This design comes from an exercise in tuning for small area on the open sky130 flow, not from production work. At most, simulation tests tie the RTL to the original design; equivalence was not proved. The RTL of run 2 was laid out without a check of its function. No activity file was given, so power comes from the tool's default toggle rates.

==> design/flow/design.v <==
package motion_pkg;
  localparam int num_motors = 2;
  localparam int word_bits  = 64;
  localparam int acc_bits   = 16;   
  localparam int dur_bits   = 16;   
  localparam int op_bits    = 8;
  localparam int free_bits  = 4;
endpackage
`timescale 1ns/1ps
module motion_core (
  input  logic       buffered_clk,
  input  logic       resetn_in,
  input  logic       sck,
  input  logic       cs_n,
  input  logic       copi,
  output logic       cipo,
  output logic [1:0] step,
  output logic [1:0] dir,
  output logic [1:0] enable_out,
  output logic       buffer_dtr,
  output logic       move_done
);
  logic rst;
  always_ff @(posedge buffered_clk) begin
    rst <= ~resetn_in;
  end
  logic [2:0]  sck_s;
  logic [2:0]  cs_s;
  logic        sck_rise, sck_fall, cs_rise, cs_fall;
  logic [63:0] rx;           
  logic [6:0]  bit_cnt;      
  logic [3:0]  rise_d;       
  logic        cnt64;
  logic        dec;          
  logic [7:0]  op;
  assign sck_rise = sck_s[1] & ~sck_s[2];
  assign sck_fall = ~sck_s[1] & sck_s[2];
  assign cs_rise  = cs_s[1] & ~cs_s[2];
  assign cs_fall  = ~cs_s[1] & cs_s[2];
  assign cnt64    = bit_cnt[6];
  assign dec      = rise_d[3] & cnt64;
  assign op       = rx[63:56];
  always_ff @(posedge buffered_clk) begin
    sck_s <= {sck_s[1:0], sck};
    cs_s  <= {cs_s[1:0], cs_n};
  end
  always_ff @(posedge buffered_clk) begin
    rise_d <= {rise_d[2:0], cs_rise};
    if (sck_rise) begin
      rx <= {rx[62:0], copi};
    end
  end
  always_ff @(posedge buffered_clk) begin
    if (rst || cs_fall) begin
      bit_cnt <= '0;
    end else if (sck_fall && !cnt64) begin
      bit_cnt <= bit_cnt + 7'd1;
    end
  end
  logic       push;
  logic [7:0] last_op;
  logic [7:0] moves_done;
  logic [3:0] md_wait;
  logic       overflow;
  logic       move_complete;
  logic       full;
  logic       is_enable, is_move, is_clear;
  assign is_enable = op == 8'h01;
  assign is_move   = op == 8'h02;
  assign is_clear  = op == 8'h03;
  always_ff @(posedge buffered_clk) begin
    push <= dec & is_move & ~full;
  end
  always_ff @(posedge buffered_clk) begin
    if (rst) begin
      last_op <= '0;
    end else if (dec) begin
      last_op <= op;
    end
  end
  always_ff @(posedge buffered_clk) begin
    if (rst) begin
      enable_out <= '0;
      moves_done <= '0;
      md_wait    <= '0;
      overflow   <= 1'b0;
    end else begin
      if (dec & is_enable) begin
        enable_out <= rx[49:48];
      end
      if (dec & is_clear) begin
        moves_done <= '0;
        md_wait    <= '0;
      end else if (cs_s[1]) begin
        if (move_complete || md_wait != '0) begin
          moves_done <= moves_done + 8'd1;
        end
        if (md_wait != '0 && !move_complete) begin
          md_wait <= md_wait - 4'd1;
        end
      end else if (move_complete) begin
        md_wait <= md_wait + 4'd1;
      end
      if (dec & is_clear) begin
        overflow <= 1'b0;
      end else if (dec & is_move & full) begin
        overflow <= 1'b1;
      end
    end
  end
  logic [49:0] ring [8];
  logic [2:0]  wr_rel, rd_rel;
  logic        empty;
  logic        pop;
  logic        pend;         
  logic        wr_now;
  logic [3:0]  free_slots;
  logic [49:0] head;
  logic        ld;
  assign empty      = (wr_rel == rd_rel) & ~full;
  assign free_slots = {empty, rd_rel - wr_rel};
  assign wr_now     = ((wr_rel == 3'd0) & ~full) | (pend & (wr_rel == 3'd1));
  logic [7:0]  rsel;
  always_comb begin
    for (int i = 0; i < 8; i++) begin
      rsel[i] = ld & (rd_rel == 3'(i));
    end
    head = '0;
    for (int i = 0; i < 8; i++) begin
      head = head | ({50{rsel[i]}} & ring[i]);
    end
  end
  always_ff @(posedge buffered_clk) begin
    pend <= push | (pend & (wr_rel != 3'd1));
  end
  always_ff @(posedge buffered_clk) begin
    for (int i = 0; i < 7; i++) begin
      ring[i] <= ring[i+1];
    end
    ring[7] <= wr_now ? rx[49:0] : ring[0];
  end
  always_ff @(posedge buffered_clk) begin
    if (rst) begin
      wr_rel <= '0;
      rd_rel <= '0;
      full   <= 1'b0;
    end else begin
      wr_rel <= wr_rel - {2'b0, ~push};
      rd_rel <= rd_rel - {2'b0, ~pop};
      if (pop) begin
        full <= 1'b0;
      end else if (push && (wr_rel + 3'd1) == rd_rel) begin
        full <= 1'b1;
      end
    end
  end
  logic [2:0]  st;
  logic [15:0] rem;
  logic [15:0] inc0, inc1, acc0, acc1;
  logic [4:0]  s0, s1;
  logic [3:0]  r_nib;
  logic        c0, c1;       
  logic        b_in, bw;     
  logic        zf;           
  logic        tick, running, chk, rem_last;
  assign ld       = st == 3'b001;
  assign tick     = st == 3'b111;
  assign running  = st[2] | st[1];
  assign pop      = st == 3'b010;
  assign chk      = st[1] & st[0];
  assign s0       = {1'b0, acc0[3:0]} + {1'b0, inc0[3:0]} + {4'b0, c0};
  assign s1       = {1'b0, acc1[3:0]} + {1'b0, inc1[3:0]} + {4'b0, c1};
  assign step     = {tick & s1[4], tick & s0[4]};
  assign b_in     = (st[1:0] == 2'b00) | bw;
  assign r_nib    = rem[3:0] - {3'b0, b_in};
  assign rem_last = st[2] ? (zf & (r_nib == '0)) : (rem == '0);
  assign move_complete = chk & rem_last;
  always_ff @(posedge buffered_clk) begin
    inc0 <= {head[39:32], head[47:40]} | ({16{~ld}} & {inc0[3:0], inc0[15:4]});
    inc1 <= {head[23:16], head[31:24]} | ({16{~ld}} & {inc1[3:0], inc1[15:4]});
    rem  <= {head[7:0], head[15:8]} | ({16{~ld}} & {st[2] ? r_nib : rem[3:0], rem[15:4]});
    acc0 <= {st[2] ? s0[3:0] : 4'b0, acc0[15:4]};
    acc1 <= {st[2] ? s1[3:0] : 4'b0, acc1[15:4]};
    c0   <= st[2] & ~chk & s0[4];
    c1   <= st[2] & ~chk & s1[4];
    bw   <= b_in & (rem[3:0] == '0);
    zf   <= ((st[1:0] == 2'b00) | zf) & (r_nib == '0);
  end
  always_ff @(posedge buffered_clk) begin
    if (rst) begin
      st  <= 3'b000;
      dir <= '0;
    end else begin
      dir <= head[49:48] | ({2{~ld}} & dir);
      if ((st == 3'b000 && empty) || move_complete) begin
        st <= 3'b000;
      end else if (tick) begin
        st <= 3'b100;
      end else begin
        st <= st + 3'd1;
      end
    end
  end
  assign buffer_dtr = ~full;
  assign move_done  = empty & ~running;
  logic [3:0] free_snap;
  logic       busy_snap;
  logic [63:0] status;
  always_ff @(posedge buffered_clk) begin
    if (cs_fall) begin
      free_snap <= free_slots;
      busy_snap <= running;
    end
  end
  assign status = {last_op, 40'd0, moves_done, free_snap, overflow, busy_snap, enable_out};
  assign cipo   = ~cnt64 & status[~bit_cnt[5:0]];
endmodule
==> design/flow/flow/run.sh <==
#!/bin/bash
# Layout flow: the standard ORFS flow, except
#  - the combinational logic is mapped with an area-oriented ABC script
#    (flow/abc_area_map.script) in place of ORFS's delay-oriented one; the
#    rest of synthesis is ORFS's, so the registers are the standard ones,
#    which is checked below against a standard synthesis run first;
#  - CTS uses small clock buffers and no dummy loads;
#  - the ports get single-drive buffers.
# Each tool's output goes to a log file in this folder.
set -euo pipefail
RES=orfs/results/sky130hd/motion_core/base

bash standard.sh synth > synth_standard.log 2>&1
mkdir -p synth_standard
cp $RES/1_2_yosys.v synth_standard/

# 2. The same synthesis with the area mapping script
rm -rf alt_scripts && mkdir alt_scripts
for f in "$FLOW_HOME"/scripts/*; do ln -s "$f" alt_scripts/; done
rm alt_scripts/abc_speed.script
cp flow/abc_area_map.script alt_scripts/abc_speed.script
rm -f $RES/1_2_yosys.v $RES/1_2_yosys.sdc $RES/1_synth.odb $RES/1_synth.sdc
SCRIPTS_DIR=$PWD/alt_scripts bash standard.sh synth > synth_area.log 2>&1

# 3. Both netlists must hold the same registers, by name and cell type
regs() { grep -E '^\s*sky130_fd_sc_hd__(s?e?df|dl)[a-z0-9_]* ' "$1" | awk '{print $1, $2}' | sort; }
regs synth_standard/1_2_yosys.v > regs_standard.txt
regs $RES/1_2_yosys.v > regs_area.txt
if ! cmp -s regs_standard.txt regs_area.txt || [ ! -s regs_standard.txt ]; then
  echo "register mismatch: falling back to the standard synthesis" >> synth_area.log
  rm -f $RES/1_2_yosys.v $RES/1_2_yosys.sdc $RES/1_synth.odb $RES/1_synth.sdc
  bash standard.sh synth > synth_standard_again.log 2>&1
fi

# 4. The rest of the standard flow
export CTS_ARGS="-sink_clustering_enable -repair_clock_nets -sink_clustering_size 10 -sink_clustering_max_diameter 45 -buf_list sky130_fd_sc_hd__clkbuf_4 -dont_use_dummy_load"
export BUFFER_PORTS_ARGS="-buffer_cell sky130_fd_sc_hd__buf_1"
bash standard.sh > flow_make.log 2>&1
==> design/flow/flow/abc_area_map.script <==
strash
&get -n
&fraig -x
&put
scorr
dc2
strash
&get -n
&dch -f
&nf -R 1000 -p
&put
==> design/flow/standard.sh <==
#!/bin/bash
# synth_recipe.tcl (not shown) runs the flow's synth.tcl, then flattens the netlist and writes it again
# the make line also repeats each setting of config.mk as NAME=value (left out here)
make -C /OpenROAD-flow-scripts/flow DESIGN_CONFIG=/design/flow/config.mk WORK_HOME=/design/flow/orfs CLKGATE_MAP_FILE= SYNTH_SCRIPT=/design/flow/synth_recipe.tcl "${@:-finish}"
==> design/flow/config.mk <==
export PLATFORM = sky130hd
export DESIGN_NAME = motion_core
export DESIGN_NICKNAME = motion_core
export VERILOG_FILES = /design/flow/design.v
export SDC_FILE = /design/flow/constraint.sdc
export NUM_CORES = 4
export LEC_CHECK = 0
export CAP_MARGIN = 20
export CORE_MARGIN = 2
export CORE_UTILIZATION = 40
export SLEW_MARGIN = 20
==> design/flow/constraint.sdc <==
create_clock -name core_clock -period 10.0 [get_ports {buffered_clk}]
set_input_delay 2.0000 -clock core_clock [delete_from_list [all_inputs] [get_ports {buffered_clk}]]
set_output_delay 2.0000 -clock core_clock [all_outputs]
set_load 0.01 [all_outputs]
==> results of run 1 <==
-- per-stage QoR --
step                worst slack (ns)  hold WS, ns  cells
floorplan                       4.53        0.310   1130
global placement                6.27        0.311   1694
detailed placement              6.26        0.312   1694
CTS                             5.39        0.294   1766
global route                    5.28        0.301   1768
finish                          5.48        0.299   1768
-- cell families (layout without fill, tap and decap cells) --
| family | count (synthesis) | after routing | share of synthesized area [%] |
|---|---|---|---|
| flip-flops | 608 | 608 | 75.7 |
| XOR/XNOR | 13 | 13 | 0.671 |
| AND/OR/NAND/NOR | 174 | 174 | 4.92 |
| multiplexers | 62 | 62 | 4.39 |
| buffers and inverters | 29 | 126 | 0.641 |
| other | 0 | 2 | 0 |
| AO/OA/AOI/OAI | 213 | 213 | 11.1 |
| adder cells (fa/ha/maj) | 31 | 31 | 2.55 |
-- synthesized netlist by cell type (5+ instances only) --
master / n
sky130_fd_sc_hd__fa_1: 6
sky130_fd_sc_hd__mux4_2: 5
sky130_fd_sc_hd__clkinv_1: 29
sky130_fd_sc_hd__xnor2_1: 9
sky130_fd_sc_hd__mux2i_1: 7
sky130_fd_sc_hd__nor2_1: 38
sky130_fd_sc_hd__a222oi_1: 145
sky130_fd_sc_hd__nor3_1: 20
sky130_fd_sc_hd__nand3_1: 51
sky130_fd_sc_hd__nor2b_1: 5
sky130_fd_sc_hd__o21ai_0: 11
sky130_fd_sc_hd__nand2_1: 32
sky130_fd_sc_hd__a31oi_1: 5
sky130_fd_sc_hd__dfxtp_1: 539
sky130_fd_sc_hd__a21o_1: 8
sky130_fd_sc_hd__and3_1: 8
sky130_fd_sc_hd__a21oi_1: 25
sky130_fd_sc_hd__edfxtp_1: 69
sky130_fd_sc_hd__ha_1: 25
sky130_fd_sc_hd__mux2_1: 50
-- layout by cell type (no fill, tap or decap), types with 3 or more instances in the layout --
master / instances
sky130_fd_sc_hd__mux2_1: 50
sky130_fd_sc_hd__mux4_2: 5
sky130_fd_sc_hd__o21ai_0: 11
sky130_fd_sc_hd__nor3_2: 3
sky130_fd_sc_hd__nor2_4: 3
sky130_fd_sc_hd__a221oi_1: 4
sky130_fd_sc_hd__nor3_1: 16
sky130_fd_sc_hd__edfxtp_1: 69
sky130_fd_sc_hd__a222oi_1: 145
sky130_fd_sc_hd__a21o_1: 8
sky130_fd_sc_hd__a31oi_1: 5
sky130_fd_sc_hd__nand2_1: 31
sky130_fd_sc_hd__a22oi_1: 3
sky130_fd_sc_hd__clkinv_1: 29
sky130_fd_sc_hd__nor2_1: 35
sky130_fd_sc_hd__and3_1: 8
sky130_fd_sc_hd__buf_4: 12
sky130_fd_sc_hd__nand3_1: 51
sky130_fd_sc_hd__clkbuf_4: 72
sky130_fd_sc_hd__mux2i_1: 7
sky130_fd_sc_hd__nand4_1: 3
sky130_fd_sc_hd__xnor2_1: 9
sky130_fd_sc_hd__ha_1: 25
sky130_fd_sc_hd__a21oi_1: 25
sky130_fd_sc_hd__buf_1: 13
sky130_fd_sc_hd__and2_0: 4
sky130_fd_sc_hd__fa_1: 6
sky130_fd_sc_hd__dfxtp_1: 539
sky130_fd_sc_hd__nor2b_1: 4
sky130_fd_sc_hd__xor2_1: 4
-- state kept, by name (all words and copies together) (netlist names), 2 cells and up --
| signal | cells |
|---|---|
| md_wait | 4 |
| ring | 400 |
| wr_rel | 3 |
| dir | 2 |
| st | 3 |
| bit_cnt | 7 |
| rise_d | 4 |
| rx | 64 |
| acc1 | 16 |
| free_snap | 4 |
| inc1 | 16 |
| moves_done | 8 |
| inc0 | 16 |
| rd_rel | 3 |
| acc0 | 16 |
| sck_s | 3 |
| rem | 16 |
| cs_s | 3 |
| enable_out | 2 |
| last_op | 8 |
-- final timing paths --
kind / slack (ns) / to / start / cells after the start
setup / recovery: 5.48 / step[1] / inc1[0] / 8
hold / removal: 0.30 / ring[5][20] / ring[6][20] / 0
setup reg to reg: 6.25 / moves_done[7] / st[0] / 17
hold reg to reg: 0.30 / ring[5][20] / ring[6][20] / 0
-- critical path, stage by stage (launching register included) --
cell                       delay [ns]
sky130_fd_sc_hd__dfxtp_1         0.33
sky130_fd_sc_hd__clkinv_1        0.06
sky130_fd_sc_hd__fa_1            0.16
sky130_fd_sc_hd__clkinv_1        0.09
sky130_fd_sc_hd__fa_1            0.42
sky130_fd_sc_hd__a21o_1          0.18
sky130_fd_sc_hd__a21oi_1         0.30
sky130_fd_sc_hd__nor2_1          0.08
sky130_fd_sc_hd__buf_1           0.14
-- power breakdown --
part,switching (W),total [W],internal [W]
logic,0.000436,0.000768,0.000333
registers,0.000349,0.00346,0.00311
clock network,0.000713,0.00105,0.000333
total,0.00150,0.00527,0.00377
-- cell type report --
type | count | area [µm²]
tap | 539 | 674
clock buffer | 72 | 541
fill | 3787 | 23500
antenna | 2 | 5.00
sequential | 608 | 12900
multi-input combinational | 493 | 4090
timing repair buffer | 25 | 139
inverter | 29 | 109
-- metal layers --
metal / GRT usage, % / vias to the layer above
li1: - / 4568
met1: 22.7 / 4803
met2: 24.4 / 343
met3: 3.35 / 60
met4: 5.33 / 0
met5: 0 / -
==> summary.txt, run 1 <==
The routability congestion estimate from global placement came out at 0.764. The final routed wirelength across all metal layers came out at approximately 35,000 µm. The number of slew-limit violations in the final report was 0.

In this run the cell area of the synthesized design comes to ~17,000 µm². The number of buffer cells added on primary ports is 13. The starting DRC count in detailed routing came out at roughly 1.4k. The wire length of the first global-routing pass came out at 55,200 µm. The number of violations of the max-capacitance limit came out at 0. The starting density of the core came out at 40.5%.

The HPWL reported at the end of detailed placement is between 15,000 and 20,000 µm. The number of clock sinks seen by CTS came out at about 600. The total negative slack is 0 ns. In the final routed layout, each cell accounts on average for approximately 20 µm.

IR analysis of the VDD net gives a maximum drop of 0.100 mV. The number of nets produced by synthesis is around 1.2k. The DRC violation count after routing came out at 0. The met3 layer wire length in the routed design is between 2000 and 2500 µm. The post-route clock skew came out at 0.0741 ns. The synthesized netlist contains 44 unique library cells. The fraction of registers with async set/reset came out at 0%.

Derived from the worst setup path, the maximum achievable clock frequency is between 200 and 250 MHz. At the worst endpoint, the required time is ~8 ns. The area inside the core boundary came out at approximately 42,000 µm². STA classifies the critical path startpoint as a flop. The proportion of synthesized chip area in sequential cells came out at approximately 76%. The critical path arrival came out at around 2.5 ns. For this run, the leading register cell type out of synthesis is sky130_fd_sc_hd__dfxtp_1. The number of hold violations in the final report came out at 0. Counting every instance in the synthesized netlist gives 1,130. The number of hold buffers added after cts is 0. The clock transition time at the flip-flop clock pins of the worst setup and hold paths is roughly 0.10 ns. The overall power after layout is around 0.0053 W. The top routing layer in use is met4.

The flop and latch count out of synthesis came out at between 600 and 700. The initial antenna violation count came out at 1. In this run the count of I/O pins placed on the die edge is 14.

Summed over all layers, the global routing overflow is 0. The biggest area contributor in the post-synthesis netlist is sky130_fd_sc_hd__dfxtp_1. The first-pass iteration count of the detailed router came out at 6. The routed length on met1 is 16,600 µm. The floorplan has 75 rows. The final instance area is 18,400 µm². The number of synthesized flops with an enable pin came out at around 70.

The number of H-tree branching levels is 3. Along the worst path, the maximum fanout reaches 3. The count of nets left with antenna violations once routing finished came out at 0.

Summing all placed instances gives a cell area of approximately 18,000 µm². From left edge to right edge, the die measures approximately 210 µm. The total power per unit cell area is about 290 nW/µm². Headroom to the max-slew limit came out at around a third. The run finished with no timing, DRC or antenna violations. The area growth from synthesis to layout is 8.45%. The routed layout has ~10k vias. The total of cells resized after clock tree synthesis came out at 0. By startpoint and endpoint, the worst setup path is classified as flop to output pin. By area the synthesized netlist is led by sky130_fd_sc_hd__dfxtp_1 (64%), sky130_fd_sc_hd__edfxtp_1 (12%), sky130_fd_sc_hd__a222oi_1 (8.5%). The portion of the clock cycle consumed by the worst path in the final layout came out at 45.2%.

The total leakage power is approximately 7 nW. The worst setup path is captured at an output pin. Entering global routing, the biggest net connects 65 pins. Using the TritonRoute via totals, the vias-per-cell ratio works out to 5.53. The final setup violation count came out at 0. In the final layout, the share of cells above drive strength 1 is roughly 8.1%. The floorplan die height is 210 µm. The number of global-route vias before repair came out at around 9.8k. A synthesized cell averages approximately 15 µm². The final net count is 1,265.

The share of the synthesized area in the top cell type is 63.5%. The number of buffers created by CTS is 72. The worst hold-check path type is flop to flop. Setup repair after global routing left no endpoint under its margin. The library cell used as clock root buffer is sky130_fd_sc_hd__clkbuf_4. The number of buffers between clock root and the deepest sink is 3. The actual slew at the worst max-slew pin came out at a little over 1 ns. Wire segments on met2 add up to ~15,000 µm in the final route. The shortest clock period the worst path allows after layout is roughly 4.5 ns. The die covers 44,100 µm². The source-to-sink clock delay at the later pin of the worst-skew pair is roughly 0.74 ns.

TritonCTS built the clock tree. The utilization of the core after routing is 43.9%. The warning count from the yosys run is 2. The total setup buffers inserted after CTS came out at 0. For this run, the total global-route usage over all layers was measured as around 16%.
==> inputs of run 2 (changes only) <==
--- a/design/flow/design.v
+++ b/design/flow/design.v
@@ -29,6 +29,5 @@
   logic        sck_rise, sck_fall, cs_rise, cs_fall;
   logic [63:0] rx;           
-  logic [6:0]  bit_cnt;      
-  logic [3:0]  rise_d;       
+  logic [6:0]  bit_cnt;
   logic        cnt64;
   logic        dec;          
@@ -39,5 +38,5 @@
   assign cs_fall  = ~cs_s[1] & cs_s[2];
   assign cnt64    = bit_cnt[6];
-  assign dec      = rise_d[3] & cnt64;
+  assign dec      = bit_cnt == 7'd68;
   assign op       = rx[63:56];
   always_ff @(posedge buffered_clk) begin
@@ -45,14 +44,14 @@
     cs_s  <= {cs_s[1:0], cs_n};
   end
-  always_ff @(posedge buffered_clk) begin
-    rise_d <= {rise_d[2:0], cs_rise};
-    if (sck_rise) begin
-      rx <= {rx[62:0], copi};
-    end
+  logic sh1, sh0;
+  always_ff @(posedge buffered_clk) begin
+    sh1 <= sck_s[0] & ~sck_s[1];
+    sh0 <= ~(sck_s[0] & ~sck_s[1]);
+    rx  <= ({rx[62:0], copi} & {64{sh1}}) | (rx & {64{sh0}});
   end
   always_ff @(posedge buffered_clk) begin
     if (rst || cs_fall) begin
       bit_cnt <= '0;
-    end else if (sck_fall && !cnt64) begin
+    end else if (cnt64 ? (cs_rise || bit_cnt[5:0] != '0) : sck_fall) begin
       bit_cnt <= bit_cnt + 7'd1;
     end
@@ -120,5 +119,10 @@
   assign empty      = (wr_rel == rd_rel) & ~full;
   assign free_slots = {empty, rd_rel - wr_rel};
-  assign wr_now     = ((wr_rel == 3'd0) & ~full) | (pend & (wr_rel == 3'd1));
+  logic [2:0]  wr_rel_d;
+  logic        full_d, pend_d, wsel1, wsel0;
+  assign wr_now   = wsel1;
+  assign wr_rel_d = rst ? 3'd0 : wr_rel - {2'b0, ~push};
+  assign full_d   = rst ? 1'b0 : pop ? 1'b0 : (push && (wr_rel + 3'd1) == rd_rel) ? 1'b1 : full;
+  assign pend_d   = push | (pend & (wr_rel != 3'd1));
   logic [7:0]  rsel;
   always_comb begin
@@ -132,5 +136,7 @@
   end
   always_ff @(posedge buffered_clk) begin
-    pend <= push | (pend & (wr_rel != 3'd1));
+    pend  <= pend_d;
+    wsel1 <= ((wr_rel_d == 3'd0) & ~full_d) | (pend_d & (wr_rel_d == 3'd1));
+    wsel0 <= ~(((wr_rel_d == 3'd0) & ~full_d) | (pend_d & (wr_rel_d == 3'd1)));
   end
   always_ff @(posedge buffered_clk) begin
@@ -138,20 +144,14 @@
       ring[i] <= ring[i+1];
     end
-    ring[7] <= wr_now ? rx[49:0] : ring[0];
-  end
-  always_ff @(posedge buffered_clk) begin
-    if (rst) begin
-      wr_rel <= '0;
+    ring[7] <= (rx[49:0] & {50{wsel1}}) | (ring[0] & {50{wsel0}});
+  end
+  always_ff @(posedge buffered_clk) begin
+    if (rst) begin
       rd_rel <= '0;
-      full   <= 1'b0;
     end else begin
-      wr_rel <= wr_rel - {2'b0, ~push};
       rd_rel <= rd_rel - {2'b0, ~pop};
-      if (pop) begin
-        full <= 1'b0;
-      end else if (push && (wr_rel + 3'd1) == rd_rel) begin
-        full <= 1'b1;
-      end
-    end
+    end
+    wr_rel <= wr_rel_d;
+    full   <= full_d;
   end
   logic [2:0]  st;
==> run 2 against run 1 <==
- sequential share of layout area shrank 2.9 points
- worst setup slack got worse by 0.0038 ns
- fmax is essentially flat
- combinational power is 36% lower
==> summary.txt, run 2 <==
The flow ran to the end and the layout has no timing, DRC or antenna violations. The worst max-slew margin expressed relative to the limit came to 31.8% (-0.17 points). The layout cell share with drive strength beyond 1 is 7.94% (-0.20 points). The portion of the clock cycle consumed by the worst path in the final layout is 45.2% (about the same). The setup slack of the worst register-to-register path came out at 6.20 ns (-0.05 ns). The number of placed instances with taps included came out at 1,775 (+4.8%). The total leakage power is 6.91 nW (-1.5%). The final global-route overflow total is 0 (unchanged). The number of flip-flops under the largest register name came to 400 (unchanged).

The per-instance average area after synthesis is 13.9 µm² (-7.5%). The flip-flop cell with the highest count after synthesis is sky130_fd_sc_hd__dfxtp_1. The netlist area before placement was 16,800 µm² (-0.82%).

The number of H-tree branching levels came out at 3 (unchanged). In the layout the commonest cells are sky130_fd_sc_hd__dfxtp_1 (599), sky130_fd_sc_hd__a222oi_1 (145), sky130_fd_sc_hd__a22o_1 (116). The initial antenna violation count came to 1 (unchanged). The share of the synthesized area in the top cell type came out at 71.7% (+8.1 points). In the post-synthesis netlist, the biggest area contributors are sky130_fd_sc_hd__dfxtp_1 (72%), sky130_fd_sc_hd__a222oi_1 (8.6%), sky130_fd_sc_hd__a22o_1 (6.0%). The number of clock sinks seen by CTS came to 608 (unchanged). The wire length of the first global-routing pass came out at 59,900 µm (+8.5%).

The number of global-route vias before repair is 10.8k (+10%). The distinct cell type count of the synthesized netlist is 40 (-9.1%). The post-route clock skew came to 0.0906 ns (+0.0165 ns). The number of slew-limit violations in the final report is 0 (unchanged). Broken down by cell family, the worst path's largest delay share belongs to simple AND/OR/NAND/NOR gates. The count of standard-cell rows came out at 75 (unchanged). The post-place setup slack came out at 6.16 ns (-0.0989 ns).

The total routing resource utilization after global routing is 17.1% (+1.1 points). The layout overhead on the synthesized area is 8.48% (about the same). The synthesized design spends more area on one cell type than any other, namely sky130_fd_sc_hd__dfxtp_1. The TritonCTS clock tree is built. Setup repair after global routing left no endpoint under its margin. The count of nets left with antenna violations after detail routing was 0 (unchanged). The area inside the core boundary came out at 41,800 µm² (-0.45%). The width of the die is 209 µm (-0.40%).

The largest incremental delay on the critical path came out at 0.61 ns (+0.19 ns). The warning count from the yosys run is 2 (unchanged). The number of violations of the max-capacitance limit came out at 0 (unchanged). The source-to-sink clock delay at the later pin of the worst-skew pair is 0.73 ns (about the same). Traced cell by cell, the critical path runs through nand2_1 -> nand2_1 -> a21oi_1 -> or3b_1 -> a21oi_1 -> a21oi_1 -> nand3_1 -> nand3_1 -> a21oi_1 -> buf_1.

The fraction of registers with async set/reset came out at 0% (unchanged). The worst hold-check path type is flop to flop. The number of vias per cell after detailed routing is 5.74 (+3.8%). The library cell used as clock root buffer is sky130_fd_sc_hd__clkbuf_4. The classification of the worst setup path is flop to output pin. The proportion of synthesized chip area in sequential cells came out at 72.6% (-3.2 points). Counting instances in the post-synthesis netlist gives the leading cell types as sky130_fd_sc_hd__dfxtp_1 (603), sky130_fd_sc_hd__a222oi_1 (145), sky130_fd_sc_hd__a22o_1 (116).

The actual slew at the worst max-slew pin is 1.02 ns (+0.00260 ns). The number of buffers between clock root and the deepest sink is 3 (unchanged). The number of buffer cells added on primary ports came out at 13 (unchanged).

The peak ir drop on the vdd network came out at 0.134 mV (+33%). The number of hold violations in the final report is 0 (unchanged). The clock transition time at the flip-flop clock pins of the worst setup and hold paths came out at 0.10 ns (about the same). The shortest clock period the worst path allows after layout is 4.52 ns (+0.00384 ns). The starting DRC count in detailed routing is 1,304 (-6.3%). The commonest non-fill, non-tap cell in the layout is sky130_fd_sc_hd__dfxtp_1.

The number of cells in the finished layout apart from fillers is 1,849 (+4.6%). The via total after detailed routing is 10.6k (+8.5%). The largest registers in the layout are ring: 400 flops, rx: 64 flops.

The critical path arrival was 2.52 ns (about the same). The slack of the critical path came out at 5.48 ns (-0.00384 ns). The floorplan die height came out at 209 µm (-0.40%). The maximum number of pins on one net before global-route repair came out at 65 (unchanged).

The final net count came out at 1,347 (+6.5%). The first-pass iteration count of the detailed router is 8 (+2). The number of buffers created by CTS is 73 (+1.4%). The total of cells resized after clock tree synthesis was 0 (unchanged). The number of hold buffers added after cts is 0 (unchanged). The starting density of the core came out at 40.3% (-0.15 points). Among the stages of the critical path, the cell type that occurs most often is sky130_fd_sc_hd__a21oi_1. STA classifies the critical path startpoint as a flop. Yosys instantiated no cell more often than sky130_fd_sc_hd__dfxtp_1. The area enclosed by the die boundary is 43,800 µm² (-0.80%). The synthesized netlist cell count was 1,211 (+7.2%). The overall power after layout came out at 0.00426 W (-19%).

The DRC violation count after routing came out at 0 (unchanged). The total setup buffers inserted after CTS is 0 (unchanged). The slowest stage of the critical path is the sky130_fd_sc_hd__dfxtp_1 cell. The total negative slack came out at 0 ns (unchanged). The number of nets produced by synthesis is 1,247 (+6.9%).

The worst path buffer plus inverter count came out at 1 (-2). The HPWL reported at the end of detailed placement is 20,100 µm (+5.4%). The routability congestion estimate from global placement came out at 0.795 (+4.1%). The final routed wirelength across all metal layers came to 37,200 µm (+6.2%).

The number of I/O pins was 14 (unchanged). The maximum clock frequency is 221 MHz (about the same). The count of fill cells added during filler insertion is 3,782 (-0.13%). The average routed wire per standard cell came out at 20.1 µm (+1.5%).

The number of synthesized flops with an enable pin is 5 (-93%). The top fanout value on the critical path came out at 11 (+8). The utilization of the core after routing is 43.8% (-0.15 points). The data required time at the worst endpoint is 8.00 ns (about the same). The flop and latch count out of synthesis came out at 608 (unchanged). The register with the most flip-flops in the final layout is ring. The total power per unit cell area came out at 233 nW/µm² (-19%).

The final setup violation count came to 0 (unchanged). The worst setup path is captured at an output pin.
run 2: final timing paths:
| kind | to | depth (start not counted) | startpoint |
|---|---|---|---|
| hold reg to reg | ring[2][29] | 0 | ring[3][29] |
| setup / recovery | cipo | 10 | bit_cnt[0] |
| setup reg to reg | moves_done[7] | 16 | st[0] |
| hold / removal | ring[2][29] | 0 | ring[3][29] |
run 2: metal layers:
metal | up-vias | global-route usage, % | share of wire [%]
met1 | 5216 | 24.0 | 47
met2 | 376 | 26.2 | 44
met5 | - | 0 | 0
met4 | 0 | 6.16 | 1.8
li1 | 4960 | - | -
met3 | 57 | 3.22 | 7.0
run 2: worst reg2reg max path: cells and delay by family (launching register included):
kind	cells	cell delay (ns)
buf+inv	1	0.11
compound gates	2	0.74
flops	1	0.40
fa+ha+maj	3	0.69
simple gates	8	1.33
xor+xnor	2	0.34
run 2: cell families after synthesis:
kind of cell               after synthesis  synth area share, %
xor gates and xnor gates                11                0.572
adders and majority gates               31                 2.57
muxes                                   10                0.966
buffers and inverters                   30                0.669
and+or+nand+nor                        189                 5.45
AOI/OAI and AO/OA                      332                 17.2
DFF                                    608                 72.6
run 2: final cells by class:
class / instances / area [µm²] / area share, %
Inverter: 30 / 113 / 0.616
Multi-Input combinational cell: 573 / 4570 / 25.0
Sequential cell: 608 / 12200 / 66.9
Tap cell: 539 / 674 / 3.69
Timing Repair Buffer: 25 / 139 / 0.760
Clock buffer: 73 / 548 / 3.00
Antenna cell: 1 / 2.50 / 0.0137
run 2: per-stage QoR:
stage,hold WS (ns),instance area (µm²)
final,0.287,18300
after global routing,0.288,18300
after CTS,0.289,18300
after detailed placement,0.312,17700
after global placement,0.311,17700
after floorplan,0.310,16800
run 2: power breakdown:
part | internal [W] | switching [W]
registers | 0.00259 | 0.000128
clock network | 0.000338 | 0.000714
logic | 0.000158 | 0.000333
==> inputs of run 3 (changes only) <==
--- a/design/flow/design.v
+++ b/design/flow/design.v
@@ -162,5 +162,4 @@
   logic        c0, c1;       
   logic        b_in, bw;     
-  logic        zf;           
   logic        tick, running, chk, rem_last;
   assign ld       = st == 3'b001;
@@ -174,5 +173,5 @@
   assign b_in     = (st[1:0] == 2'b00) | bw;
   assign r_nib    = rem[3:0] - {3'b0, b_in};
-  assign rem_last = st[2] ? (zf & (r_nib == '0)) : (rem == '0);
+  assign rem_last = (rem[15:4] == '0) & ((st[2] ? r_nib : rem[3:0]) == '0);
   assign move_complete = chk & rem_last;
   always_ff @(posedge buffered_clk) begin
@@ -185,5 +184,4 @@
     c1   <= st[2] & ~chk & s1[4];
     bw   <= b_in & (rem[3:0] == '0);
-    zf   <= ((st[1:0] == 2'b00) | zf) & (r_nib == '0);
   end
   always_ff @(posedge buffered_clk) begin
--- a/design/flow/config.mk
+++ b/design/flow/config.mk
@@ -9,3 +9,5 @@
 export CORE_MARGIN = 2
 export CORE_UTILIZATION = 40
+export GPL_ROUTABILITY_DRIVEN = 0
+export GPL_TIMING_DRIVEN = 0
 export SLEW_MARGIN = 20
==> run 3 against run 2 <==
- still clean
- critical path depth decreased by 4
- sequential share of layout area down 1.4 points
- core utilization rose by 1.0 points
- combinational power shrank 2%
- non-clock buffer count is 35 higher
- global-route usage grew 0.37 points
- sequential power is essentially flat
- critical endpoint unchanged
==> summary.txt, run 3 <==
The run finished with no timing, DRC or antenna violations. The per-instance average area after synthesis is 14.1 µm² (+1.1%). The arithmetic-cell share of the synthesized area counting full adders, half adders and majority gates is 2.58% (+0.011 points).

On the critical path, the stage with the largest delay is an instance of sky130_fd_sc_hd__dfxtp_1. Of all cell types, the one taking the most synthesized area is sky130_fd_sc_hd__dfxtp_1. The slack of the critical path came to 5.45 ns (-0.0271 ns). The number of clock sinks seen by CTS is 607 (-0.16%).

The synthesized netlist cell count is 1,193 (-1.5%). The peak ir drop on the vdd network is 0.0809 mV (-40%). The actual slew at the worst max-slew pin was 0.994 ns (-0.0234 ns). The number of placed instances with taps included is 1,791 (+0.90%).

The largest incremental delay on the critical path is 0.67 ns (+0.06 ns). The post-synthesis mux area share came out at 1.10% (+0.14 points). The critical path arrival was 2.55 ns (+0.03 ns). The largest registers in the layout are ring: 400 flops, rx: 64 flops. The average routed wire per standard cell was 20.2 µm (+0.23%).

The flip-flop cell with the highest count after synthesis is sky130_fd_sc_hd__dfxtp_1. Walking the worst path, the cells encountered are mux4_2 -> a22oi_1 -> o21ai_0 -> nand3_1 -> a21oi_1 -> buf_1. The number of buffers between clock root and the deepest sink came to 3 (unchanged).

The path class of the tightest hold or removal check is flop to flop. The area fraction in and, or, nand and nor cells after synthesis came out at 5.17% (-0.28 points). The TritonCTS clock tree is built. The via total after detailed routing was 10.7k (+0.50%). The number of slew-limit violations in the final report came out at 0 (unchanged).

The share of the synthesized area in the top cell type is 71.9% (+0.19 points). The total of cells resized after clock tree synthesis was 0 (unchanged). More flip-flops sit in one register than any other, and that register is ring. The critical path in this run is classified as flop to output pin. The starting density of the core is 40.2% (-0.080 points). The floorplan die height came to 209 µm (-0.21%).

Setup repair after global routing left no endpoint under its margin. The area enclosed by the die boundary is 43,600 µm² (-0.42%). Leaving out fill and tap cells, the most frequent cells in the layout are sky130_fd_sc_hd__dfxtp_1 (598), sky130_fd_sc_hd__a222oi_1 (149), sky130_fd_sc_hd__a22o_1 (115). The clock transition time at the flip-flop clock pins of the worst setup and hold paths is 0.10 ns (about the same). The portion of the clock cycle consumed by the worst path in the final layout is 45.5% (+0.27 points). The overall power after layout is 0.00430 W (+0.83%). After synthesis, the largest family of logic cells by area is compound AO/OA/AOI/OAI gates. The worst setup path is captured at an output pin. The number of global-route vias before repair is 10.8k (-0.018%). The number of buffers created by CTS was 73 (unchanged). The total leakage power is 7.10 nW (+2.8%).

The family with the most delay on the worst path is flip-flops. The wire length of the first global-routing pass is 60,300 µm (+0.65%). The starting DRC count in detailed routing is 1,354 (+3.8%).

The post-place setup slack is 6.07 ns (-0.0935 ns). The count of fill cells added during filler insertion came out at 3,813 (+0.82%). The worst max-slew margin expressed relative to the limit is 33.6% (+1.8 points). The distinct cell type count of the synthesized netlist came out at 38 (-5.0%). The number of I/O pins was 14 (unchanged). The final setup violation count came out at 0 (unchanged). The final routed wirelength across all metal layers is 37,600 µm (+1.2%).

The flop and latch count out of synthesis came out at 607 (-0.16%). The post-route clock skew came out at 0.0835 ns (-0.00707 ns). The width of the die was 209 µm (-0.21%). The commonest non-fill, non-tap cell in the layout is sky130_fd_sc_hd__dfxtp_1. The proportion of synthesized chip area in sequential cells came out at 72.8% (+0.19 points).

The maximum clock frequency came out at 220 MHz (-0.60%). The layout overhead on the synthesized area is 11.2%. The source-to-sink clock delay at the later pin of the worst-skew pair came out at 0.78 ns (+0.05 ns). The cell sitting at the root of the clock tree is a sky130_fd_sc_hd__clkbuf_4. The total routing resource utilization after global routing is 17.4% (+0.37 points). The maximum number of pins on one net before global-route repair is 65 (unchanged). The total power per unit cell area came to 230 nW/µm² (-1.2%). The number of vias per cell after detailed routing was 5.71 (-0.47%). The count of nets left with antenna violations after detail routing is 0 (unchanged). The number of flip-flops under the largest register name came to 400 (unchanged). The shortest clock period the worst path allows after layout is 4.55 ns (+0.0271 ns). The number of buffer cells added on primary ports came out at 13 (unchanged). The top fanout value on the critical path is 10 (-1). The number of synthesized flops with an enable pin is 5 (unchanged).

The warning count from the yosys run came to 2 (unchanged). The worst path buffer plus inverter count was 1 (unchanged). The XOR/XNOR share of the synthesized area is 0.679% (+0.11 points). The number of nets produced by synthesis is 1,229 (-1.4%). The final net count is 1,364 (+1.3%). The number of hold violations in the final report came to 0 (unchanged). The layout cell share with drive strength beyond 1 is 10.5% (+2.5 points). The netlist area before placement came out at 16,800 µm² (-0.42%). The number of H-tree branching levels is 3 (unchanged). The number of cells in the finished layout apart from fillers came out at 1,867 (+0.97%). The area inside the core boundary is 41,700 µm² (-0.22%). The number of hold buffers added after cts came to 0 (unchanged). The post-synthesis compound-gate area fraction was 17.0% (-0.17 points). After synthesis, the cell types taking the most area are sky130_fd_sc_hd__dfxtp_1 (72%), sky130_fd_sc_hd__a222oi_1 (8.9%), sky130_fd_sc_hd__a22o_1 (6.0%). The DRC violation count after routing is 0 (unchanged). The final global-route overflow total came to 0 (unchanged). The count of standard-cell rows is 75 (unchanged). The number of violations of the max-capacitance limit was 0 (unchanged).

The data required time at the worst endpoint is 8.00 ns (about the same). The nature of the critical path startpoint is a flop. The fraction of registers with async set/reset is 0% (unchanged). In the synthesized netlist, the cells that appear most often are sky130_fd_sc_hd__dfxtp_1 (602), sky130_fd_sc_hd__a222oi_1 (149), sky130_fd_sc_hd__a22o_1 (115).

The total setup buffers inserted after CTS is 0 (unchanged). The initial antenna violation count came out at 2 (+1). The HPWL reported at the end of detailed placement came out at 23,300 µm (+16%).

The most common cell in the synthesized netlist is sky130_fd_sc_hd__dfxtp_1. The first-pass iteration count of the detailed router came to 7 (-1).
[run 3: cell count changes after synthesis, sizes merged, moves of 2 or more]
cell    before  now
nor2b        8    6
nand3       55   51
xor2         2    4
a222oi     145  149
a221oi       5    0
nor2        42   40
a21oi       34   28
nor4         4    7
and2         2    4
nand2       31   25
[run 3: logic make-up (layout without fill, tap and decap cells)]
kind of cell | after synthesis | after routing
flops | 607 | 607
mux | 11 | 11
compound gates | 324 | 324
xor+xnor | 13 | 13
fa+ha+maj | 31 | 31
simple gates | 177 | 177
buf+inv | 30 | 163
other cells | 0 | 2
[run 3: worst reg2reg max path: stages (launching register included)]
cell and delay, ns:
sky130_fd_sc_hd__dfxtp_1 0.38, sky130_fd_sc_hd__clkinv_1 0.12, sky130_fd_sc_hd__ha_1 0.22, sky130_fd_sc_hd__or2_0 0.24, sky130_fd_sc_hd__ha_1 0.28, sky130_fd_sc_hd__a21oi_1 0.11, sky130_fd_sc_hd__nor4_1 0.23, sky130_fd_sc_hd__nand4b_1 0.17
sky130_fd_sc_hd__nor4_1 0.38, sky130_fd_sc_hd__clkbuf_2 0.25, sky130_fd_sc_hd__nand2_1 0.06, sky130_fd_sc_hd__nand2_1 0.19, sky130_fd_sc_hd__and4_1 0.25, sky130_fd_sc_hd__and2_0 0.20, sky130_fd_sc_hd__and3_1 0.19, sky130_fd_sc_hd__nand2_1 0.07
sky130_fd_sc_hd__xor2_1 0.12, sky130_fd_sc_hd__nor2_1 0.05
[run 3: power by group]
part           total (W)  internal, W  switching, W
combinational   0.000483     0.000188      0.000296
clock            0.00106     0.000337      0.000726
sequential       0.00275      0.00259      0.000156
total            0.00430      0.00312       0.00118
[run 3: stage by stage]
stage	hold WS (ns)	setup TNS, ns	area (µm²)	utilization, %
floorplan	0.310	0	16800	-
detailed placement	0.312	0	18100	43.4
global placement	0.310	-137.91	17500	42.0
finish	0.300	0	18600	44.8
CTS	0.278	0	18600	44.7
global route	0.289	0	18600	44.8
[run 3: final timing paths]
kind | endpoint | slack [ns] | start | depth (start not counted)
worst max-delay path | cipo | 5.45 | bit_cnt[0] | 6
worst min-delay path | acc1[7] | 0.30 | acc1[11] | 0
worst max register to register | moves_done[7] | 6.31 | st[0] | 17
worst min register to register | acc1[7] | 0.30 | acc1[11] | 0
[run 3: layer usage]
layer	GRT usage (%)	part of all wire [%]	vias up
met5	0	0	-
met2	27.4	45	373
met4	6.67	2.9	0
met3	3.23	6.3	87
li1	-	-	4961
met1	23.9	46	5241
[run 3: layout make-up]
class                           count  area, µm²  share of cell area, %
Antenna cell                        2       5.00                 0.0268
Clock buffer                       73        548                   2.94
Inverter                           30        113                  0.604
Multi-Input combinational cell    556       4510                   24.2
Sequential cell                   607      12200                   65.5
Tap cell                          539        674                   3.62
Timing Repair Buffer               60        579                   3.11
==> inputs of run 4 (changes only) <==
--- a/design/flow/config.mk
+++ b/design/flow/config.mk
@@ -9,5 +9,3 @@
 export CORE_MARGIN = 2
 export CORE_UTILIZATION = 40
-export GPL_ROUTABILITY_DRIVEN = 0
-export GPL_TIMING_DRIVEN = 0
 export SLEW_MARGIN = 20
==> run 4 against run 3 <==
- sequential share of layout area increased by 1.5 points
- combinational power decreased by 4.6%
- design area decreased by 2.3%
- synthesized cell count unchanged
- sequential power decreased by 1%
- critical endpoint unchanged
==> summary.txt, run 4 <==
The number of vias per cell after detailed routing is 5.69 (-0.28%). The synthesized netlist cell count is 1,193 (unchanged). The initial antenna violation count was 1 (-1). The first-pass iteration count of the detailed router is 10 (+3).

The total negative slack came out at 0 ns (unchanged). The signal on the critical path passes through mux4_2 -> a22oi_1 -> o21ai_0 -> nand3_1 -> a21oi_1 -> buf_1. The number of buffers between clock root and the deepest sink is 3 (unchanged). The HPWL reported at the end of detailed placement is 19,700 µm (-16%). The number of I/O pins is 14 (unchanged). The average routed wire per standard cell came out at 20.1 µm (-0.22%).

The top cell types in the final layout, fill and taps aside, are sky130_fd_sc_hd__dfxtp_1 (598), sky130_fd_sc_hd__a222oi_1 (149), sky130_fd_sc_hd__a22o_1 (115). The reported net switching power came out at 0.00115 W (-2.1%). The maximum number of pins on one net before global-route repair is 65 (unchanged). The count of nets left with antenna violations after detail routing came to 0 (unchanged). The critical path arrival is 2.47 ns (-0.08 ns). The flop and latch count out of synthesis came out at 607 (unchanged). The starting density of the core is 40.2% (unchanged).

The slowest stage of the critical path belongs to the cell sky130_fd_sc_hd__dfxtp_1. The cell count of the worst reg-to-reg path came out at 17 (unchanged). The critical path starts at bit_cnt[0]. The share of the synthesized area in the top cell type came out at 71.9% (unchanged). More flip-flops sit in one register than any other, and that register is ring.

The number of hold buffers added after cts was 0 (unchanged). The count of cells along the worst hold path was 0 (unchanged). The switching portion of total power is 27.3% (-0.15 points). The number of violations of the max-capacitance limit came out at 0 (unchanged).

The routability congestion estimate from global placement came out at 0.776. The peak ir drop on the vdd network is 0.103 mV (+28%). The number of clock sinks seen by CTS was 607 (unchanged). The total setup buffers inserted after CTS is 0 (unchanged). The sequential group share of total power is 64.2% (+0.2 points).

The via total after detailed routing is 10.4k (-2.0%). The overall power after layout came out at 0.00423 W (-1.6%). The width of the die came out at 209 µm (unchanged).

The total of cells resized after clock tree synthesis is 0 (unchanged). The flip-flop and latch area was 12,200 µm² (about the same). The largest incremental delay on the critical path is 0.64 ns (-0.03 ns).

The count of standard-cell rows is 75 (unchanged). The source-to-sink clock delay at the later pin of the worst-skew pair is 0.76 ns (-0.02 ns). The worst path buffer plus inverter count was 1 (unchanged). The multi-input logic area came out at 4510 µm² (about the same). The layout overhead on the synthesized area is 8.62%.

The final net count came out at 1,332 (-2.3%). The netlist area before placement came out at 16,800 µm² (unchanged). The top fanout value on the critical path came out at 10 (unchanged). The number of nets produced by synthesis came out at 1,229 (unchanged).

The area inside the core boundary came out at 41,700 µm² (unchanged). The number of gates on the worst path with buffers counted is 6 (unchanged). The warning count from the yosys run is 2 (unchanged). The number of H-tree branching levels is 3 (unchanged). The post-route clock skew came out at 0.0611 ns (-0.0224 ns). The count of fill cells added during filler insertion is 3,881 (+1.8%).

The portion of the clock cycle consumed by the worst path in the final layout is 44.7% (-0.77 points). By area the synthesized netlist is led by sky130_fd_sc_hd__dfxtp_1 (72%), sky130_fd_sc_hd__a222oi_1 (8.9%), sky130_fd_sc_hd__a22o_1 (6.0%). The cell taking the most area after synthesis is sky130_fd_sc_hd__dfxtp_1.

The total power per unit cell area was 232 nW/µm² (+0.71%). The part of the power in combinational logic was 10.9% (-0.3 points). The data required time at the worst endpoint is 8.00 ns (about the same).

The setup slack of the worst register-to-register path came out at 6.55 ns (+0.24 ns). The fraction of registers with async set/reset came out at 0% (unchanged). The total routing resource utilization after global routing came to 17.0% (-0.45 points).

The type of destination of the critical path is an output pin. The commonest non-fill, non-tap cell in the layout is sky130_fd_sc_hd__dfxtp_1. The proportion of synthesized chip area in sequential cells came out at 72.8% (unchanged). The per-instance average area after synthesis is 14.1 µm² (unchanged). The wire length of the first global-routing pass came out at 59,000 µm (-2.1%).

The flow ran to the end and the layout has no timing, DRC or antenna violations. The endpoint identified for the worst register-to-register timing path is moves_done[7]. The final instance area came out at 18,200 µm² (-2.3%). The number of slew-limit violations in the final report is 0 (unchanged). TritonCTS built the clock tree. For this run, the leading register cell type out of synthesis is sky130_fd_sc_hd__dfxtp_1. The layout cell share with drive strength beyond 1 came to 8.35% (-2.1 points). The placed instance area came to 17,700 µm² (-2.4%). The number of global-route vias before repair came out at 10.5k (-2.9%).

The number of flip-flops under the largest register name came to 400 (unchanged). The final setup violation count came out at 0 (unchanged). The startpoint identified for the worst register-to-register timing path is st[0].

The internal power consumption came out at 0.00307 W (-1.4%). The maximum clock frequency came out at 223 MHz (+1.7%). The worst setup path is launched from a flop. The largest registers in the layout are ring: 400 flops, rx: 64 flops.

The worst max-slew margin expressed relative to the limit was 29.6% (-4.0 points). The DRC violation count after routing is 0 (unchanged). The number of buffers created by CTS is 73 (unchanged). The final global-route overflow total is 0 (unchanged). The floorplan die height came out at 209 µm (unchanged). The number of hold violations in the final report was 0 (unchanged). The area enclosed by the die boundary was 43,600 µm² (unchanged). The total leakage power is 6.87 nW (-3.3%). The setup path with the least slack is of type flop to output pin. The clock network power share came out at 24.9% (about the same).

The number of synthesized flops with an enable pin came out at 5 (unchanged). The clock transition time at the flip-flop clock pins of the worst setup and hold paths is 0.10 ns (about the same). The final routed wirelength across all metal layers came out at 36,900 µm (-2.0%). The starting DRC count in detailed routing is 1,398 (+3.2%).

The actual slew at the worst max-slew pin came out at 1.05 ns (+0.0570 ns). In the synthesized netlist, the cells that appear most often are sky130_fd_sc_hd__dfxtp_1 (602), sky130_fd_sc_hd__a222oi_1 (149), sky130_fd_sc_hd__a22o_1 (115). Setup repair after global routing left no endpoint under its margin. The distinct cell type count of the synthesized netlist is 38 (unchanged).

The tightest min-delay check is of the flop to flop type. The library cell used as clock root buffer is sky130_fd_sc_hd__clkbuf_4. The worst hold margin is 0.325 ns (+0.0244 ns). The number of buffer cells added on primary ports is 13 (unchanged). The critical path ends at cipo. The family with the most delay on the worst path is flip-flops. The most frequent cell after synthesis is sky130_fd_sc_hd__dfxtp_1.

The shortest clock period the worst path allows after layout came out at 4.47 ns (-0.0769 ns).
-- run 4: cell types whose count changed in the layout (fill, tap and decap cells not counted) --
cell,before,now
sky130_fd_sc_hd__o21bai_1,1,0
sky130_fd_sc_hd__buf_4,19,15
sky130_fd_sc_hd__buf_12,1,0
sky130_fd_sc_hd__clkbuf_2,1,0
sky130_fd_sc_hd__o21bai_2,0,1
sky130_fd_sc_hd__nand2b_4,1,0
sky130_fd_sc_hd__dfxtp_2,0,4
sky130_fd_sc_hd__buf_6,12,0
sky130_fd_sc_hd__buf_16,7,0
sky130_fd_sc_hd__buf_2,7,0
sky130_fd_sc_hd__nand2b_2,0,1
sky130_fd_sc_hd__dfxtp_4,4,0
sky130_fd_sc_hd__diode_2,2,1
-- run 4: worst min path at each step --
| stage | startpoint | end |
|---|---|---|
| 2_1_floorplan | acc0[4] | acc0[0] |
| 3_3_place_gp | acc0[4] | acc0[0] |
| 3_5_place_dp | acc0[14] | acc0[10] |
| 4_1_cts | ring[3][20] | ring[2][20] |
| 5_1_grt | ring[3][20] | ring[2][20] |
| 6_report | acc1[4] | acc1[0] |
-- run 4: power groups by stage --
stage / Clock [W] / Combinational (W) / Sequential (W)
6_report: 0.00105 / 0.000461 / 0.00271
5_1_grt: 0.00118 / 0.000507 / 0.00273
4_1_cts: 0.00110 / 0.000464 / 0.00271
3_5_place_dp: 0 / 0.000462 / 0.00276
3_3_place_gp: 0 / 0.000458 / 0.00276
2_1_floorplan: 0 / 0.000263 / 0.00274
-- run 4: cells by family after synthesis --
kind of cell	after synthesis	synth area share, %
mux	11	1.10
flops	607	72.8
xor+xnor	13	0.679
fa+ha+maj	31	2.58
compound gates	324	17.0
buf+inv	30	0.672
simple gates	177	5.17
-- run 4: area by class of cell --
cell class	count	share of cell area (%)
Antenna cell	1	0.0137
Clock buffer	73	3.01
Inverter	30	0.618
Multi-Input combinational cell	556	24.8
Sequential cell	607	67.0
Tap cell	539	3.70
Timing Repair Buffer	28	0.886
-- run 4: per-stage QoR --
| step | cells | worst slack [ns] | utilization [%] |
|---|---|---|---|
| finish | 1834 | 5.53 | 43.7 |
| global route | 1834 | 5.33 | 43.7 |
| CTS | 1833 | 5.43 | 43.7 |
| detailed placement | 1760 | 6.23 | 42.4 |
| global placement | 1760 | 6.28 | 42.4 |
| floorplan | 1193 | 4.09 | - |
-- run 4: layer usage --
metal | GRT usage [%] | wire length (µm)
met4 | 5.64 | 622
met5 | 0 | 0
met1 | 23.1 | 17100
met2 | 27.3 | 16900
met3 | 3.28 | 2340
==> inputs of run 5 (changes only) <==
--- a/design/flow/config.mk
+++ b/design/flow/config.mk
@@ -8,4 +8,4 @@
 export CAP_MARGIN = 20
 export CORE_MARGIN = 2
-export CORE_UTILIZATION = 40
+export CORE_UTILIZATION = 55
 export SLEW_MARGIN = 20
==> run 5 against run 4 <==
- sequential power is essentially flat
- die area shrank 27%
- clock skew grew 0.042 ns
- largest cell class unchanged
==> summary.txt, run 5 <==
The final net count came out at 1,332 (unchanged). The number of synthesized flops with an enable pin came out at 5 (unchanged). The capture point of the worst reg-to-reg path is moves_done[7]. Tracing the worst setup path back leads to its startpoint at bit_cnt[0].

The family with the most delay on the worst path is flip-flops. The average routed wire per standard cell is 21.9 µm (+8.9%). The flow ran to the end and the layout has no timing, DRC or antenna violations.

The starting density of the core is 56.3% (+16 points). The routability congestion estimate from global placement came out at 0.764 (-1.5%). The distinct cell type count of the synthesized netlist was 38 (unchanged). The largest registers in the layout are ring: 400 flops, rx: 64 flops. The starting DRC count in detailed routing came out at 1,202 (-14%). The slowest stage of the critical path belongs to the cell sky130_fd_sc_hd__dfxtp_1. The setup slack of the worst register-to-register path came out at 6.25 ns (-0.30 ns).

The worst max-slew margin expressed relative to the limit is 29.6% (about the same). The maximum number of pins on one net before global-route repair came out at 65 (unchanged). The area inside the core boundary is 29,800 µm² (-28%).

The post-route clock skew is 0.103 ns (+0.0423 ns). The most frequent cell after synthesis is sky130_fd_sc_hd__dfxtp_1. The commonest cells after synthesis are sky130_fd_sc_hd__dfxtp_1 (602), sky130_fd_sc_hd__a222oi_1 (149), sky130_fd_sc_hd__a22o_1 (115). The total power per unit cell area is 234 nW/µm² (+0.92%). By area the synthesized netlist is led by sky130_fd_sc_hd__dfxtp_1 (72%), sky130_fd_sc_hd__a222oi_1 (8.9%), sky130_fd_sc_hd__a22o_1 (6.0%). The actual slew at the worst max-slew pin is 1.05 ns (+0.00377 ns). The fraction of registers with async set/reset came out at 0% (unchanged). The number of buffer cells added on primary ports was 13 (unchanged).

The nature of the critical path startpoint is a flop. The largest incremental delay on the critical path came out at 0.64 ns (about the same). The layout overhead on the synthesized area is 7.49%. The width of the die came out at 179 µm (-14%). The number of I/O pins came out at 14 (unchanged). The number of hold buffers added after cts is 0 (unchanged). The floorplan die height is 179 µm (-14%). The cell count of the worst reg-to-reg path is 16 (-1). The synthesized netlist cell count is 1,193 (unchanged). TritonCTS built the clock tree. The number of cells in the finished layout apart from fillers was 1,685 (-8.1%). The cell sitting at the root of the clock tree is a sky130_fd_sc_hd__clkbuf_4.

The critical path arrival was 2.46 ns (about the same). In this run the most critical hold path is launched from ring[4][37]. The final routed wirelength across all metal layers came out at 36,900 µm (about the same). The total setup buffers inserted after CTS came out at 0 (unchanged). The number of placed instances with taps included was 1,613 (-8.4%). The clock transition time at the flip-flop clock pins of the worst setup and hold paths came out at 0.10 ns (about the same). The top fanout value on the critical path was 10 (unchanged). The total of cells resized after clock tree synthesis came out at 0 (unchanged). The wire length of the first global-routing pass is 58,300 µm (-1.2%).

Setup repair after global routing left no endpoint under its margin. The final global-route overflow total came to 0 (unchanged). The first-pass iteration count of the detailed router is 7 (-3).

The source-to-sink clock delay at the later pin of the worst-skew pair came to 0.72 ns (-0.04 ns). The count of standard-cell rows came to 63 (-16%). Of all cell types, the one taking the most synthesized area is sky130_fd_sc_hd__dfxtp_1.

The portion of the clock cycle consumed by the worst path in the final layout came to 44.6% (-0.12 points). The worst path buffer plus inverter count was 1 (unchanged). The number of hold violations in the final report is 0 (unchanged). Leaving out fill and tap cells, the most frequent cells in the layout are sky130_fd_sc_hd__dfxtp_1 (598), sky130_fd_sc_hd__a222oi_1 (149), sky130_fd_sc_hd__a22o_1 (115). The number of violations of the max-capacitance limit came out at 0 (unchanged). The slack of the critical path is 5.54 ns (+0.0116 ns). The proportion of synthesized chip area in sequential cells is 72.8% (unchanged). The count of nets left with antenna violations after detail routing came out at 0 (unchanged).

The warning count from the yosys run is 2 (unchanged). The signal on the critical path passes through mux4_2 -> a22oi_1 -> o21ai_0 -> nand3_1 -> a21oi_1 -> buf_1. The shortest clock period the worst path allows after layout was 4.46 ns (-0.0116 ns).

The flop and latch count out of synthesis was 607 (unchanged). The number of buffers between clock root and the deepest sink was 3 (unchanged). The critical path ends at cipo. The via total after detailed routing is 10.5k (+0.13%). STA classifies the critical path endpoint as an output pin. In this run the critical register-to-register path is launched from st[0].

The peak ir drop on the vdd network came to 0.144 mV (+39%). The number of buffers created by CTS came out at 71 (-2.7%). The netlist area before placement came out at 16,800 µm² (unchanged). The area enclosed by the die boundary came out at 31,900 µm² (-27%). The per-instance average area after synthesis came out at 14.1 µm² (unchanged). The worst hold-check path type is flop to flop. The HPWL reported at the end of detailed placement was 19,900 µm (+1.2%).

Among all flip-flop cells after synthesis, the most frequent one is sky130_fd_sc_hd__dfxtp_1. The largest register by flop count is ring. The number of slew-limit violations in the final report is 0 (unchanged). The share of the synthesized area in the top cell type is 71.9% (unchanged).

The total leakage power is 6.87 nW (about the same). The number of H-tree branching levels is 3 (unchanged). The maximum clock frequency came out at 224 MHz (+0.26%). The number of nets produced by synthesis came out at 1,229 (unchanged). The number of clock sinks seen by CTS was 607 (unchanged). The number of gates on the worst path with buffers counted came to 6 (unchanged). The post-place setup slack came to 6.24 ns (+0.0102 ns). The initial antenna violation count is 1 (unchanged).

The total negative slack was 0 ns (unchanged). The final setup violation count is 0 (unchanged). The number of flip-flops under the largest register name was 400 (unchanged). The number of global-route vias before repair came to 10.5k (+0.10%). The DRC violation count after routing is 0 (unchanged). The number of vias per cell after detailed routing came out at 6.21 (+9.0%). The commonest non-fill, non-tap cell in the layout is sky130_fd_sc_hd__dfxtp_1. The critical path is of the flop to output pin type. The layout cell share with drive strength beyond 1 is 8.27% (-0.077 points). The total routing resource utilization after global routing is 23.6% (+6.6 points). The data required time at the worst endpoint was 8.00 ns (about the same).
-- run 5: cell counts after synthesis --
Identical to the previous run, type by type.
-- run 5: power by group --
part	switching [W]	leakage, nW	total, W	internal (W)
Clock	0.000712	0.327	0.00104	0.000329
Combinational	0.000321	1.62	0.000468	0.000147
Sequential	0.000118	4.92	0.00271	0.00259
-- run 5: cell families (layout without fill, tap and decap cells) --
kind of cell    Yosys count  count (layout)  share of synthesized area, %
flops                   607             607                          72.8
compound gates          324             324                          17.0
simple gates            177             177                          5.17
fa+ha+maj                31              31                          2.58
buf+inv                  30             131                         0.672
xor+xnor                 13              13                         0.679
mux                      11              11                          1.10
other cells               0               1                             0
-- run 5: worst register-to-register path, delay by kind of cell (launching register included) --
family                   cells  cell delay [ns]
adder cells (fa/ha/maj)      2             0.51
AO/OA/AOI/OAI                1             0.09
buffers and inverters        1             0.13
flip-flops                   1             0.37
XOR/XNOR                     1             0.13
AND/OR/NAND/NOR             11             2.35
-- run 5: stage by stage --
step / total power [W] / hold WS, ns / area (µm²) / utilization, %
3_3_place_gp: 0.00323 / 0.311 / 17500 / 58.7
2_1_floorplan: 0.00300 / 0.310 / 16800 / -
6_report: 0.00422 / 0.295 / 18000 / 60.5
4_1_cts: 0.00426 / 0.292 / 18000 / 60.5
3_5_place_dp: 0.00323 / 0.312 / 17500 / 58.7
5_1_grt: 0.00441 / 0.297 / 18000 / 60.5
-- run 5: how the worst min path moves through the flow --
stage | to | slack, ns | cells after the start
2_1_floorplan | acc0[0] | 0.31 | 0
3_3_place_gp | acc0[10] | 0.31 | 0
3_5_place_dp | acc1[9] | 0.31 | 0
4_1_cts | ring[1][45] | 0.29 | 0
5_1_grt | ring[1][45] | 0.30 | 0
6_report | ring[3][37] | 0.30 | 0
-- run 5: layer usage --
metal  wire, µm  GRT usage (%)
met1      17500           33.9
met2      16300           36.1
met3       2300           4.11
met4        884           8.10
met5          0              0
-- run 5: final cells by class --
cell class,instances,area (µm²)
sequential,607,12200
fill,2426,11800
multi-input combinational,556,4510
clock buffer,71,533
tap,390,488
timing repair buffer,30,176
inverter,30,113
antenna,1,2.50
==> inputs of run 6 (changes only) <==
--- a/design/flow/design.v
+++ b/design/flow/design.v
@@ -113,5 +113,4 @@
   logic        pop;
   logic        pend;         
-  logic        wr_now;
   logic [3:0]  free_slots;
   logic [49:0] head;
@@ -121,5 +120,4 @@
   logic [2:0]  wr_rel_d;
   logic        full_d, pend_d, wsel1, wsel0;
-  assign wr_now   = wsel1;
   assign wr_rel_d = rst ? 3'd0 : wr_rel - {2'b0, ~push};
   assign full_d   = rst ? 1'b0 : pop ? 1'b0 : (push && (wr_rel + 3'd1) == rd_rel) ? 1'b1 : full;
--- a/design/flow/config.mk
+++ b/design/flow/config.mk
@@ -8,4 +8,4 @@
 export CAP_MARGIN = 20
 export CORE_MARGIN = 2
-export CORE_UTILIZATION = 55
+export CORE_UTILIZATION = 40
 export SLEW_MARGIN = 20
==> run 6 against run 5 <==
- flip-flop and latch count is the same
- critical path type unchanged
- clock skew decreased by 0.027 ns
- die area up 37%
- hold slack better by 0.0038 ns
==> summary.txt, run 6 <==
The layout cell share with drive strength beyond 1 was 8.28% (about the same). The flop and latch count out of synthesis is 607 (unchanged). The number of slew-limit violations in the final report was 0 (unchanged).

The final routed wirelength across all metal layers came out at 36,800 µm (-0.43%). The classification of the worst setup path is flop to output pin. The total setup buffers inserted after CTS is 0 (unchanged). The maximum clock frequency came out at 224 MHz (about the same).

The arithmetic-cell share of the synthesized area counting full adders, half adders and majority gates is 2.58% (unchanged). The worst hold path begins at ring[4][4]. The number of H-tree branching levels came to 3 (unchanged). The terminating pin of the worst hold path is ring[3][4]. The cell count of the worst reg-to-reg path is 17 (+1).

The path class of the tightest hold or removal check is flop to flop. The setup slack of the worst register-to-register path is 6.53 ns (+0.28 ns). The shortest clock period the worst path allows after layout came to 4.46 ns (-0.000520 ns). The total power per unit cell area is 232 nW/µm² (-1.1%). The actual slew at the worst max-slew pin came out at 1.07 ns (+0.0168 ns). The total of cells resized after clock tree synthesis was 0 (unchanged).

The fraction of registers with async set/reset is 0% (unchanged). The final global-route overflow total came out at 0 (unchanged). The number of synthesized flops with an enable pin came out at 5 (unchanged). The utilization of the core after routing is 43.7% (-17 points). The most frequent cell after synthesis is sky130_fd_sc_hd__dfxtp_1. The count of standard-cell rows came out at 75 (+19%). The area inside the core boundary came out at 41,700 µm² (+40%). By area the synthesized netlist is led by sky130_fd_sc_hd__dfxtp_1 (72%), sky130_fd_sc_hd__a222oi_1 (8.9%), sky130_fd_sc_hd__a22o_1 (6.0%).

The warning count from the yosys run is 2 (unchanged). The top cell types in the final layout, fill and taps aside, are sky130_fd_sc_hd__dfxtp_1 (598), sky130_fd_sc_hd__a222oi_1 (149), sky130_fd_sc_hd__a22o_1 (115). The synthesized netlist cell count was 1,193 (unchanged). The average routed wire per standard cell is 20.1 µm (-8.5%). The number of hold violations in the final report was 0 (unchanged).

sky130_fd_sc_hd__dfxtp_1 takes more of the synthesized area than any other cell. The number of buffers between clock root and the deepest sink came out at 3 (unchanged). The number of flip-flops under the largest register name is 400 (unchanged). The total negative slack is 0 ns (unchanged).

The floorplan die height is 209 µm (+17%). The largest registers in the layout are ring: 400 flops, rx: 64 flops. The commonest non-fill, non-tap cell in the layout is sky130_fd_sc_hd__dfxtp_1. The data required time at the worst endpoint came to 8.00 ns (about the same). The TritonCTS clock tree is built. The critical path arrival came to 2.46 ns (about the same). The netlist area before placement is 16,800 µm² (unchanged). The per-instance average area after synthesis came out at 14.1 µm² (unchanged). The initial antenna violation count is 1 (unchanged).

CTS placed an instance of sky130_fd_sc_hd__clkbuf_4 at the clock tree root. The post-synthesis compound-gate area fraction is 17.0% (unchanged). The largest register by flop count is ring.

The starting density of the core came out at 40.2% (-16 points). The first-pass iteration count of the detailed router came to 6 (-1). The distinct cell type count of the synthesized netlist came out at 38 (unchanged). The final setup violation count came out at 0 (unchanged). The worst hold margin is 0.299 ns (+0.00379 ns). Setup repair after global routing left no endpoint under its margin.

From synthesis to final layout, the design area changed by 8.58%. The flip-flop cell with the highest count after synthesis is sky130_fd_sc_hd__dfxtp_1. The worst setup path is captured at an output pin. The HPWL reported at the end of detailed placement is 19,700 µm (-1.3%). The post-route clock skew came to 0.0765 ns (-0.0268 ns). The number of global-route vias before repair is 10.5k (-0.24%). The wire length of the first global-routing pass came out at 59,000 µm (+1.1%). The area enclosed by the die boundary is 43,600 µm² (+37%). The DRC violation count after routing came out at 0 (unchanged). The post-synthesis mux area share was 1.10% (unchanged). The number of cells in the finished layout apart from fillers is 1,833 (+8.8%). The flow ran to the end and the layout has no timing, DRC or antenna violations. After synthesis, the most frequently instantiated cells are sky130_fd_sc_hd__dfxtp_1 (602), sky130_fd_sc_hd__a222oi_1 (149), sky130_fd_sc_hd__a22o_1 (115).

The portion of the clock cycle consumed by the worst path in the final layout came out at 44.6% (about the same). The via total after detailed routing is 10.5k (+0.55%). The number of buffer cells added on primary ports is 13 (unchanged). The count of cells along the worst hold path came out at 0 (unchanged). The source-to-sink clock delay at the later pin of the worst-skew pair came to 0.74 ns (+0.02 ns).
[run 6: cells by family (layout without fill, tap and decap cells)]
| logic type | count (synthesis) | in the layout |
|---|---|---|
| XOR/XNOR | 13 | 13 |
| AND/OR/NAND/NOR | 177 | 177 |
| buffers and inverters | 30 | 130 |
| flip-flops | 607 | 607 |
| multiplexers | 11 | 11 |
| adder cells (fa/ha/maj) | 31 | 31 |
| AO/OA/AOI/OAI | 324 | 324 |
| other | 0 | 1 |
[run 6: power breakdown]
| part | total (W) | internal (W) | switching (W) |
|---|---|---|---|
| combinational | 0.000458 | 0.000142 | 0.000316 |
| clock | 0.00105 | 0.000333 | 0.000713 |
| sequential | 0.00271 | 0.00259 | 0.000118 |
| total | 0.00422 | 0.00307 | 0.00115 |
[run 6: per-layer routing]
layer	share of wire, %	global-route usage, %	up-vias
li1	-	-	4884
met1	46	23.6	5216
met5	0	0	-
met2	45	26.4	357
met3	7.1	3.13	58
met4	1.9	6.16	0
[run 6: worst max path at each step]
stage                   end  slack (ns)  cells past startpoint       start
global placement       cipo        6.28                      6  bit_cnt[0]
floorplan           rem[15]        4.09                      5       st[2]
finish                 cipo        5.54                      6  bit_cnt[0]
CTS                    cipo        5.44                      6  bit_cnt[0]
global route           cipo        5.31                      6  bit_cnt[0]
detailed placement     cipo        6.24                      6  bit_cnt[0]
[run 6: layout make-up]
cell class	count	area [µm²]
fillers	3865	23500
inverters	30	113
multi-input cells	556	4510
clock buffers	72	541
well taps	539	674
diodes	1	2.50
repair buffers	28	161
flip-flops and latches	607	12200
[run 6: critical path, cell delays in order, from the launching register on]
cell and delay [ns]:
sky130_fd_sc_hd__dfxtp_1 0.62, sky130_fd_sc_hd__mux4_2 0.57, sky130_fd_sc_hd__a22oi_1 0.15, sky130_fd_sc_hd__o21ai_0 0.12, sky130_fd_sc_hd__nand3_1 0.09, sky130_fd_sc_hd__a21oi_1 0.08, sky130_fd_sc_hd__buf_1 0.13
[run 6: through the flow]
step                total power [W]  instance area (µm²)  worst slack, ns
floorplan                   0.00300                16800             4.09
global placement            0.00322                17700             6.28
detailed placement          0.00322                17700             6.24
CTS                         0.00426                18200             5.44
global route                0.00442                18200             5.31
finish                      0.00422                18200             5.54
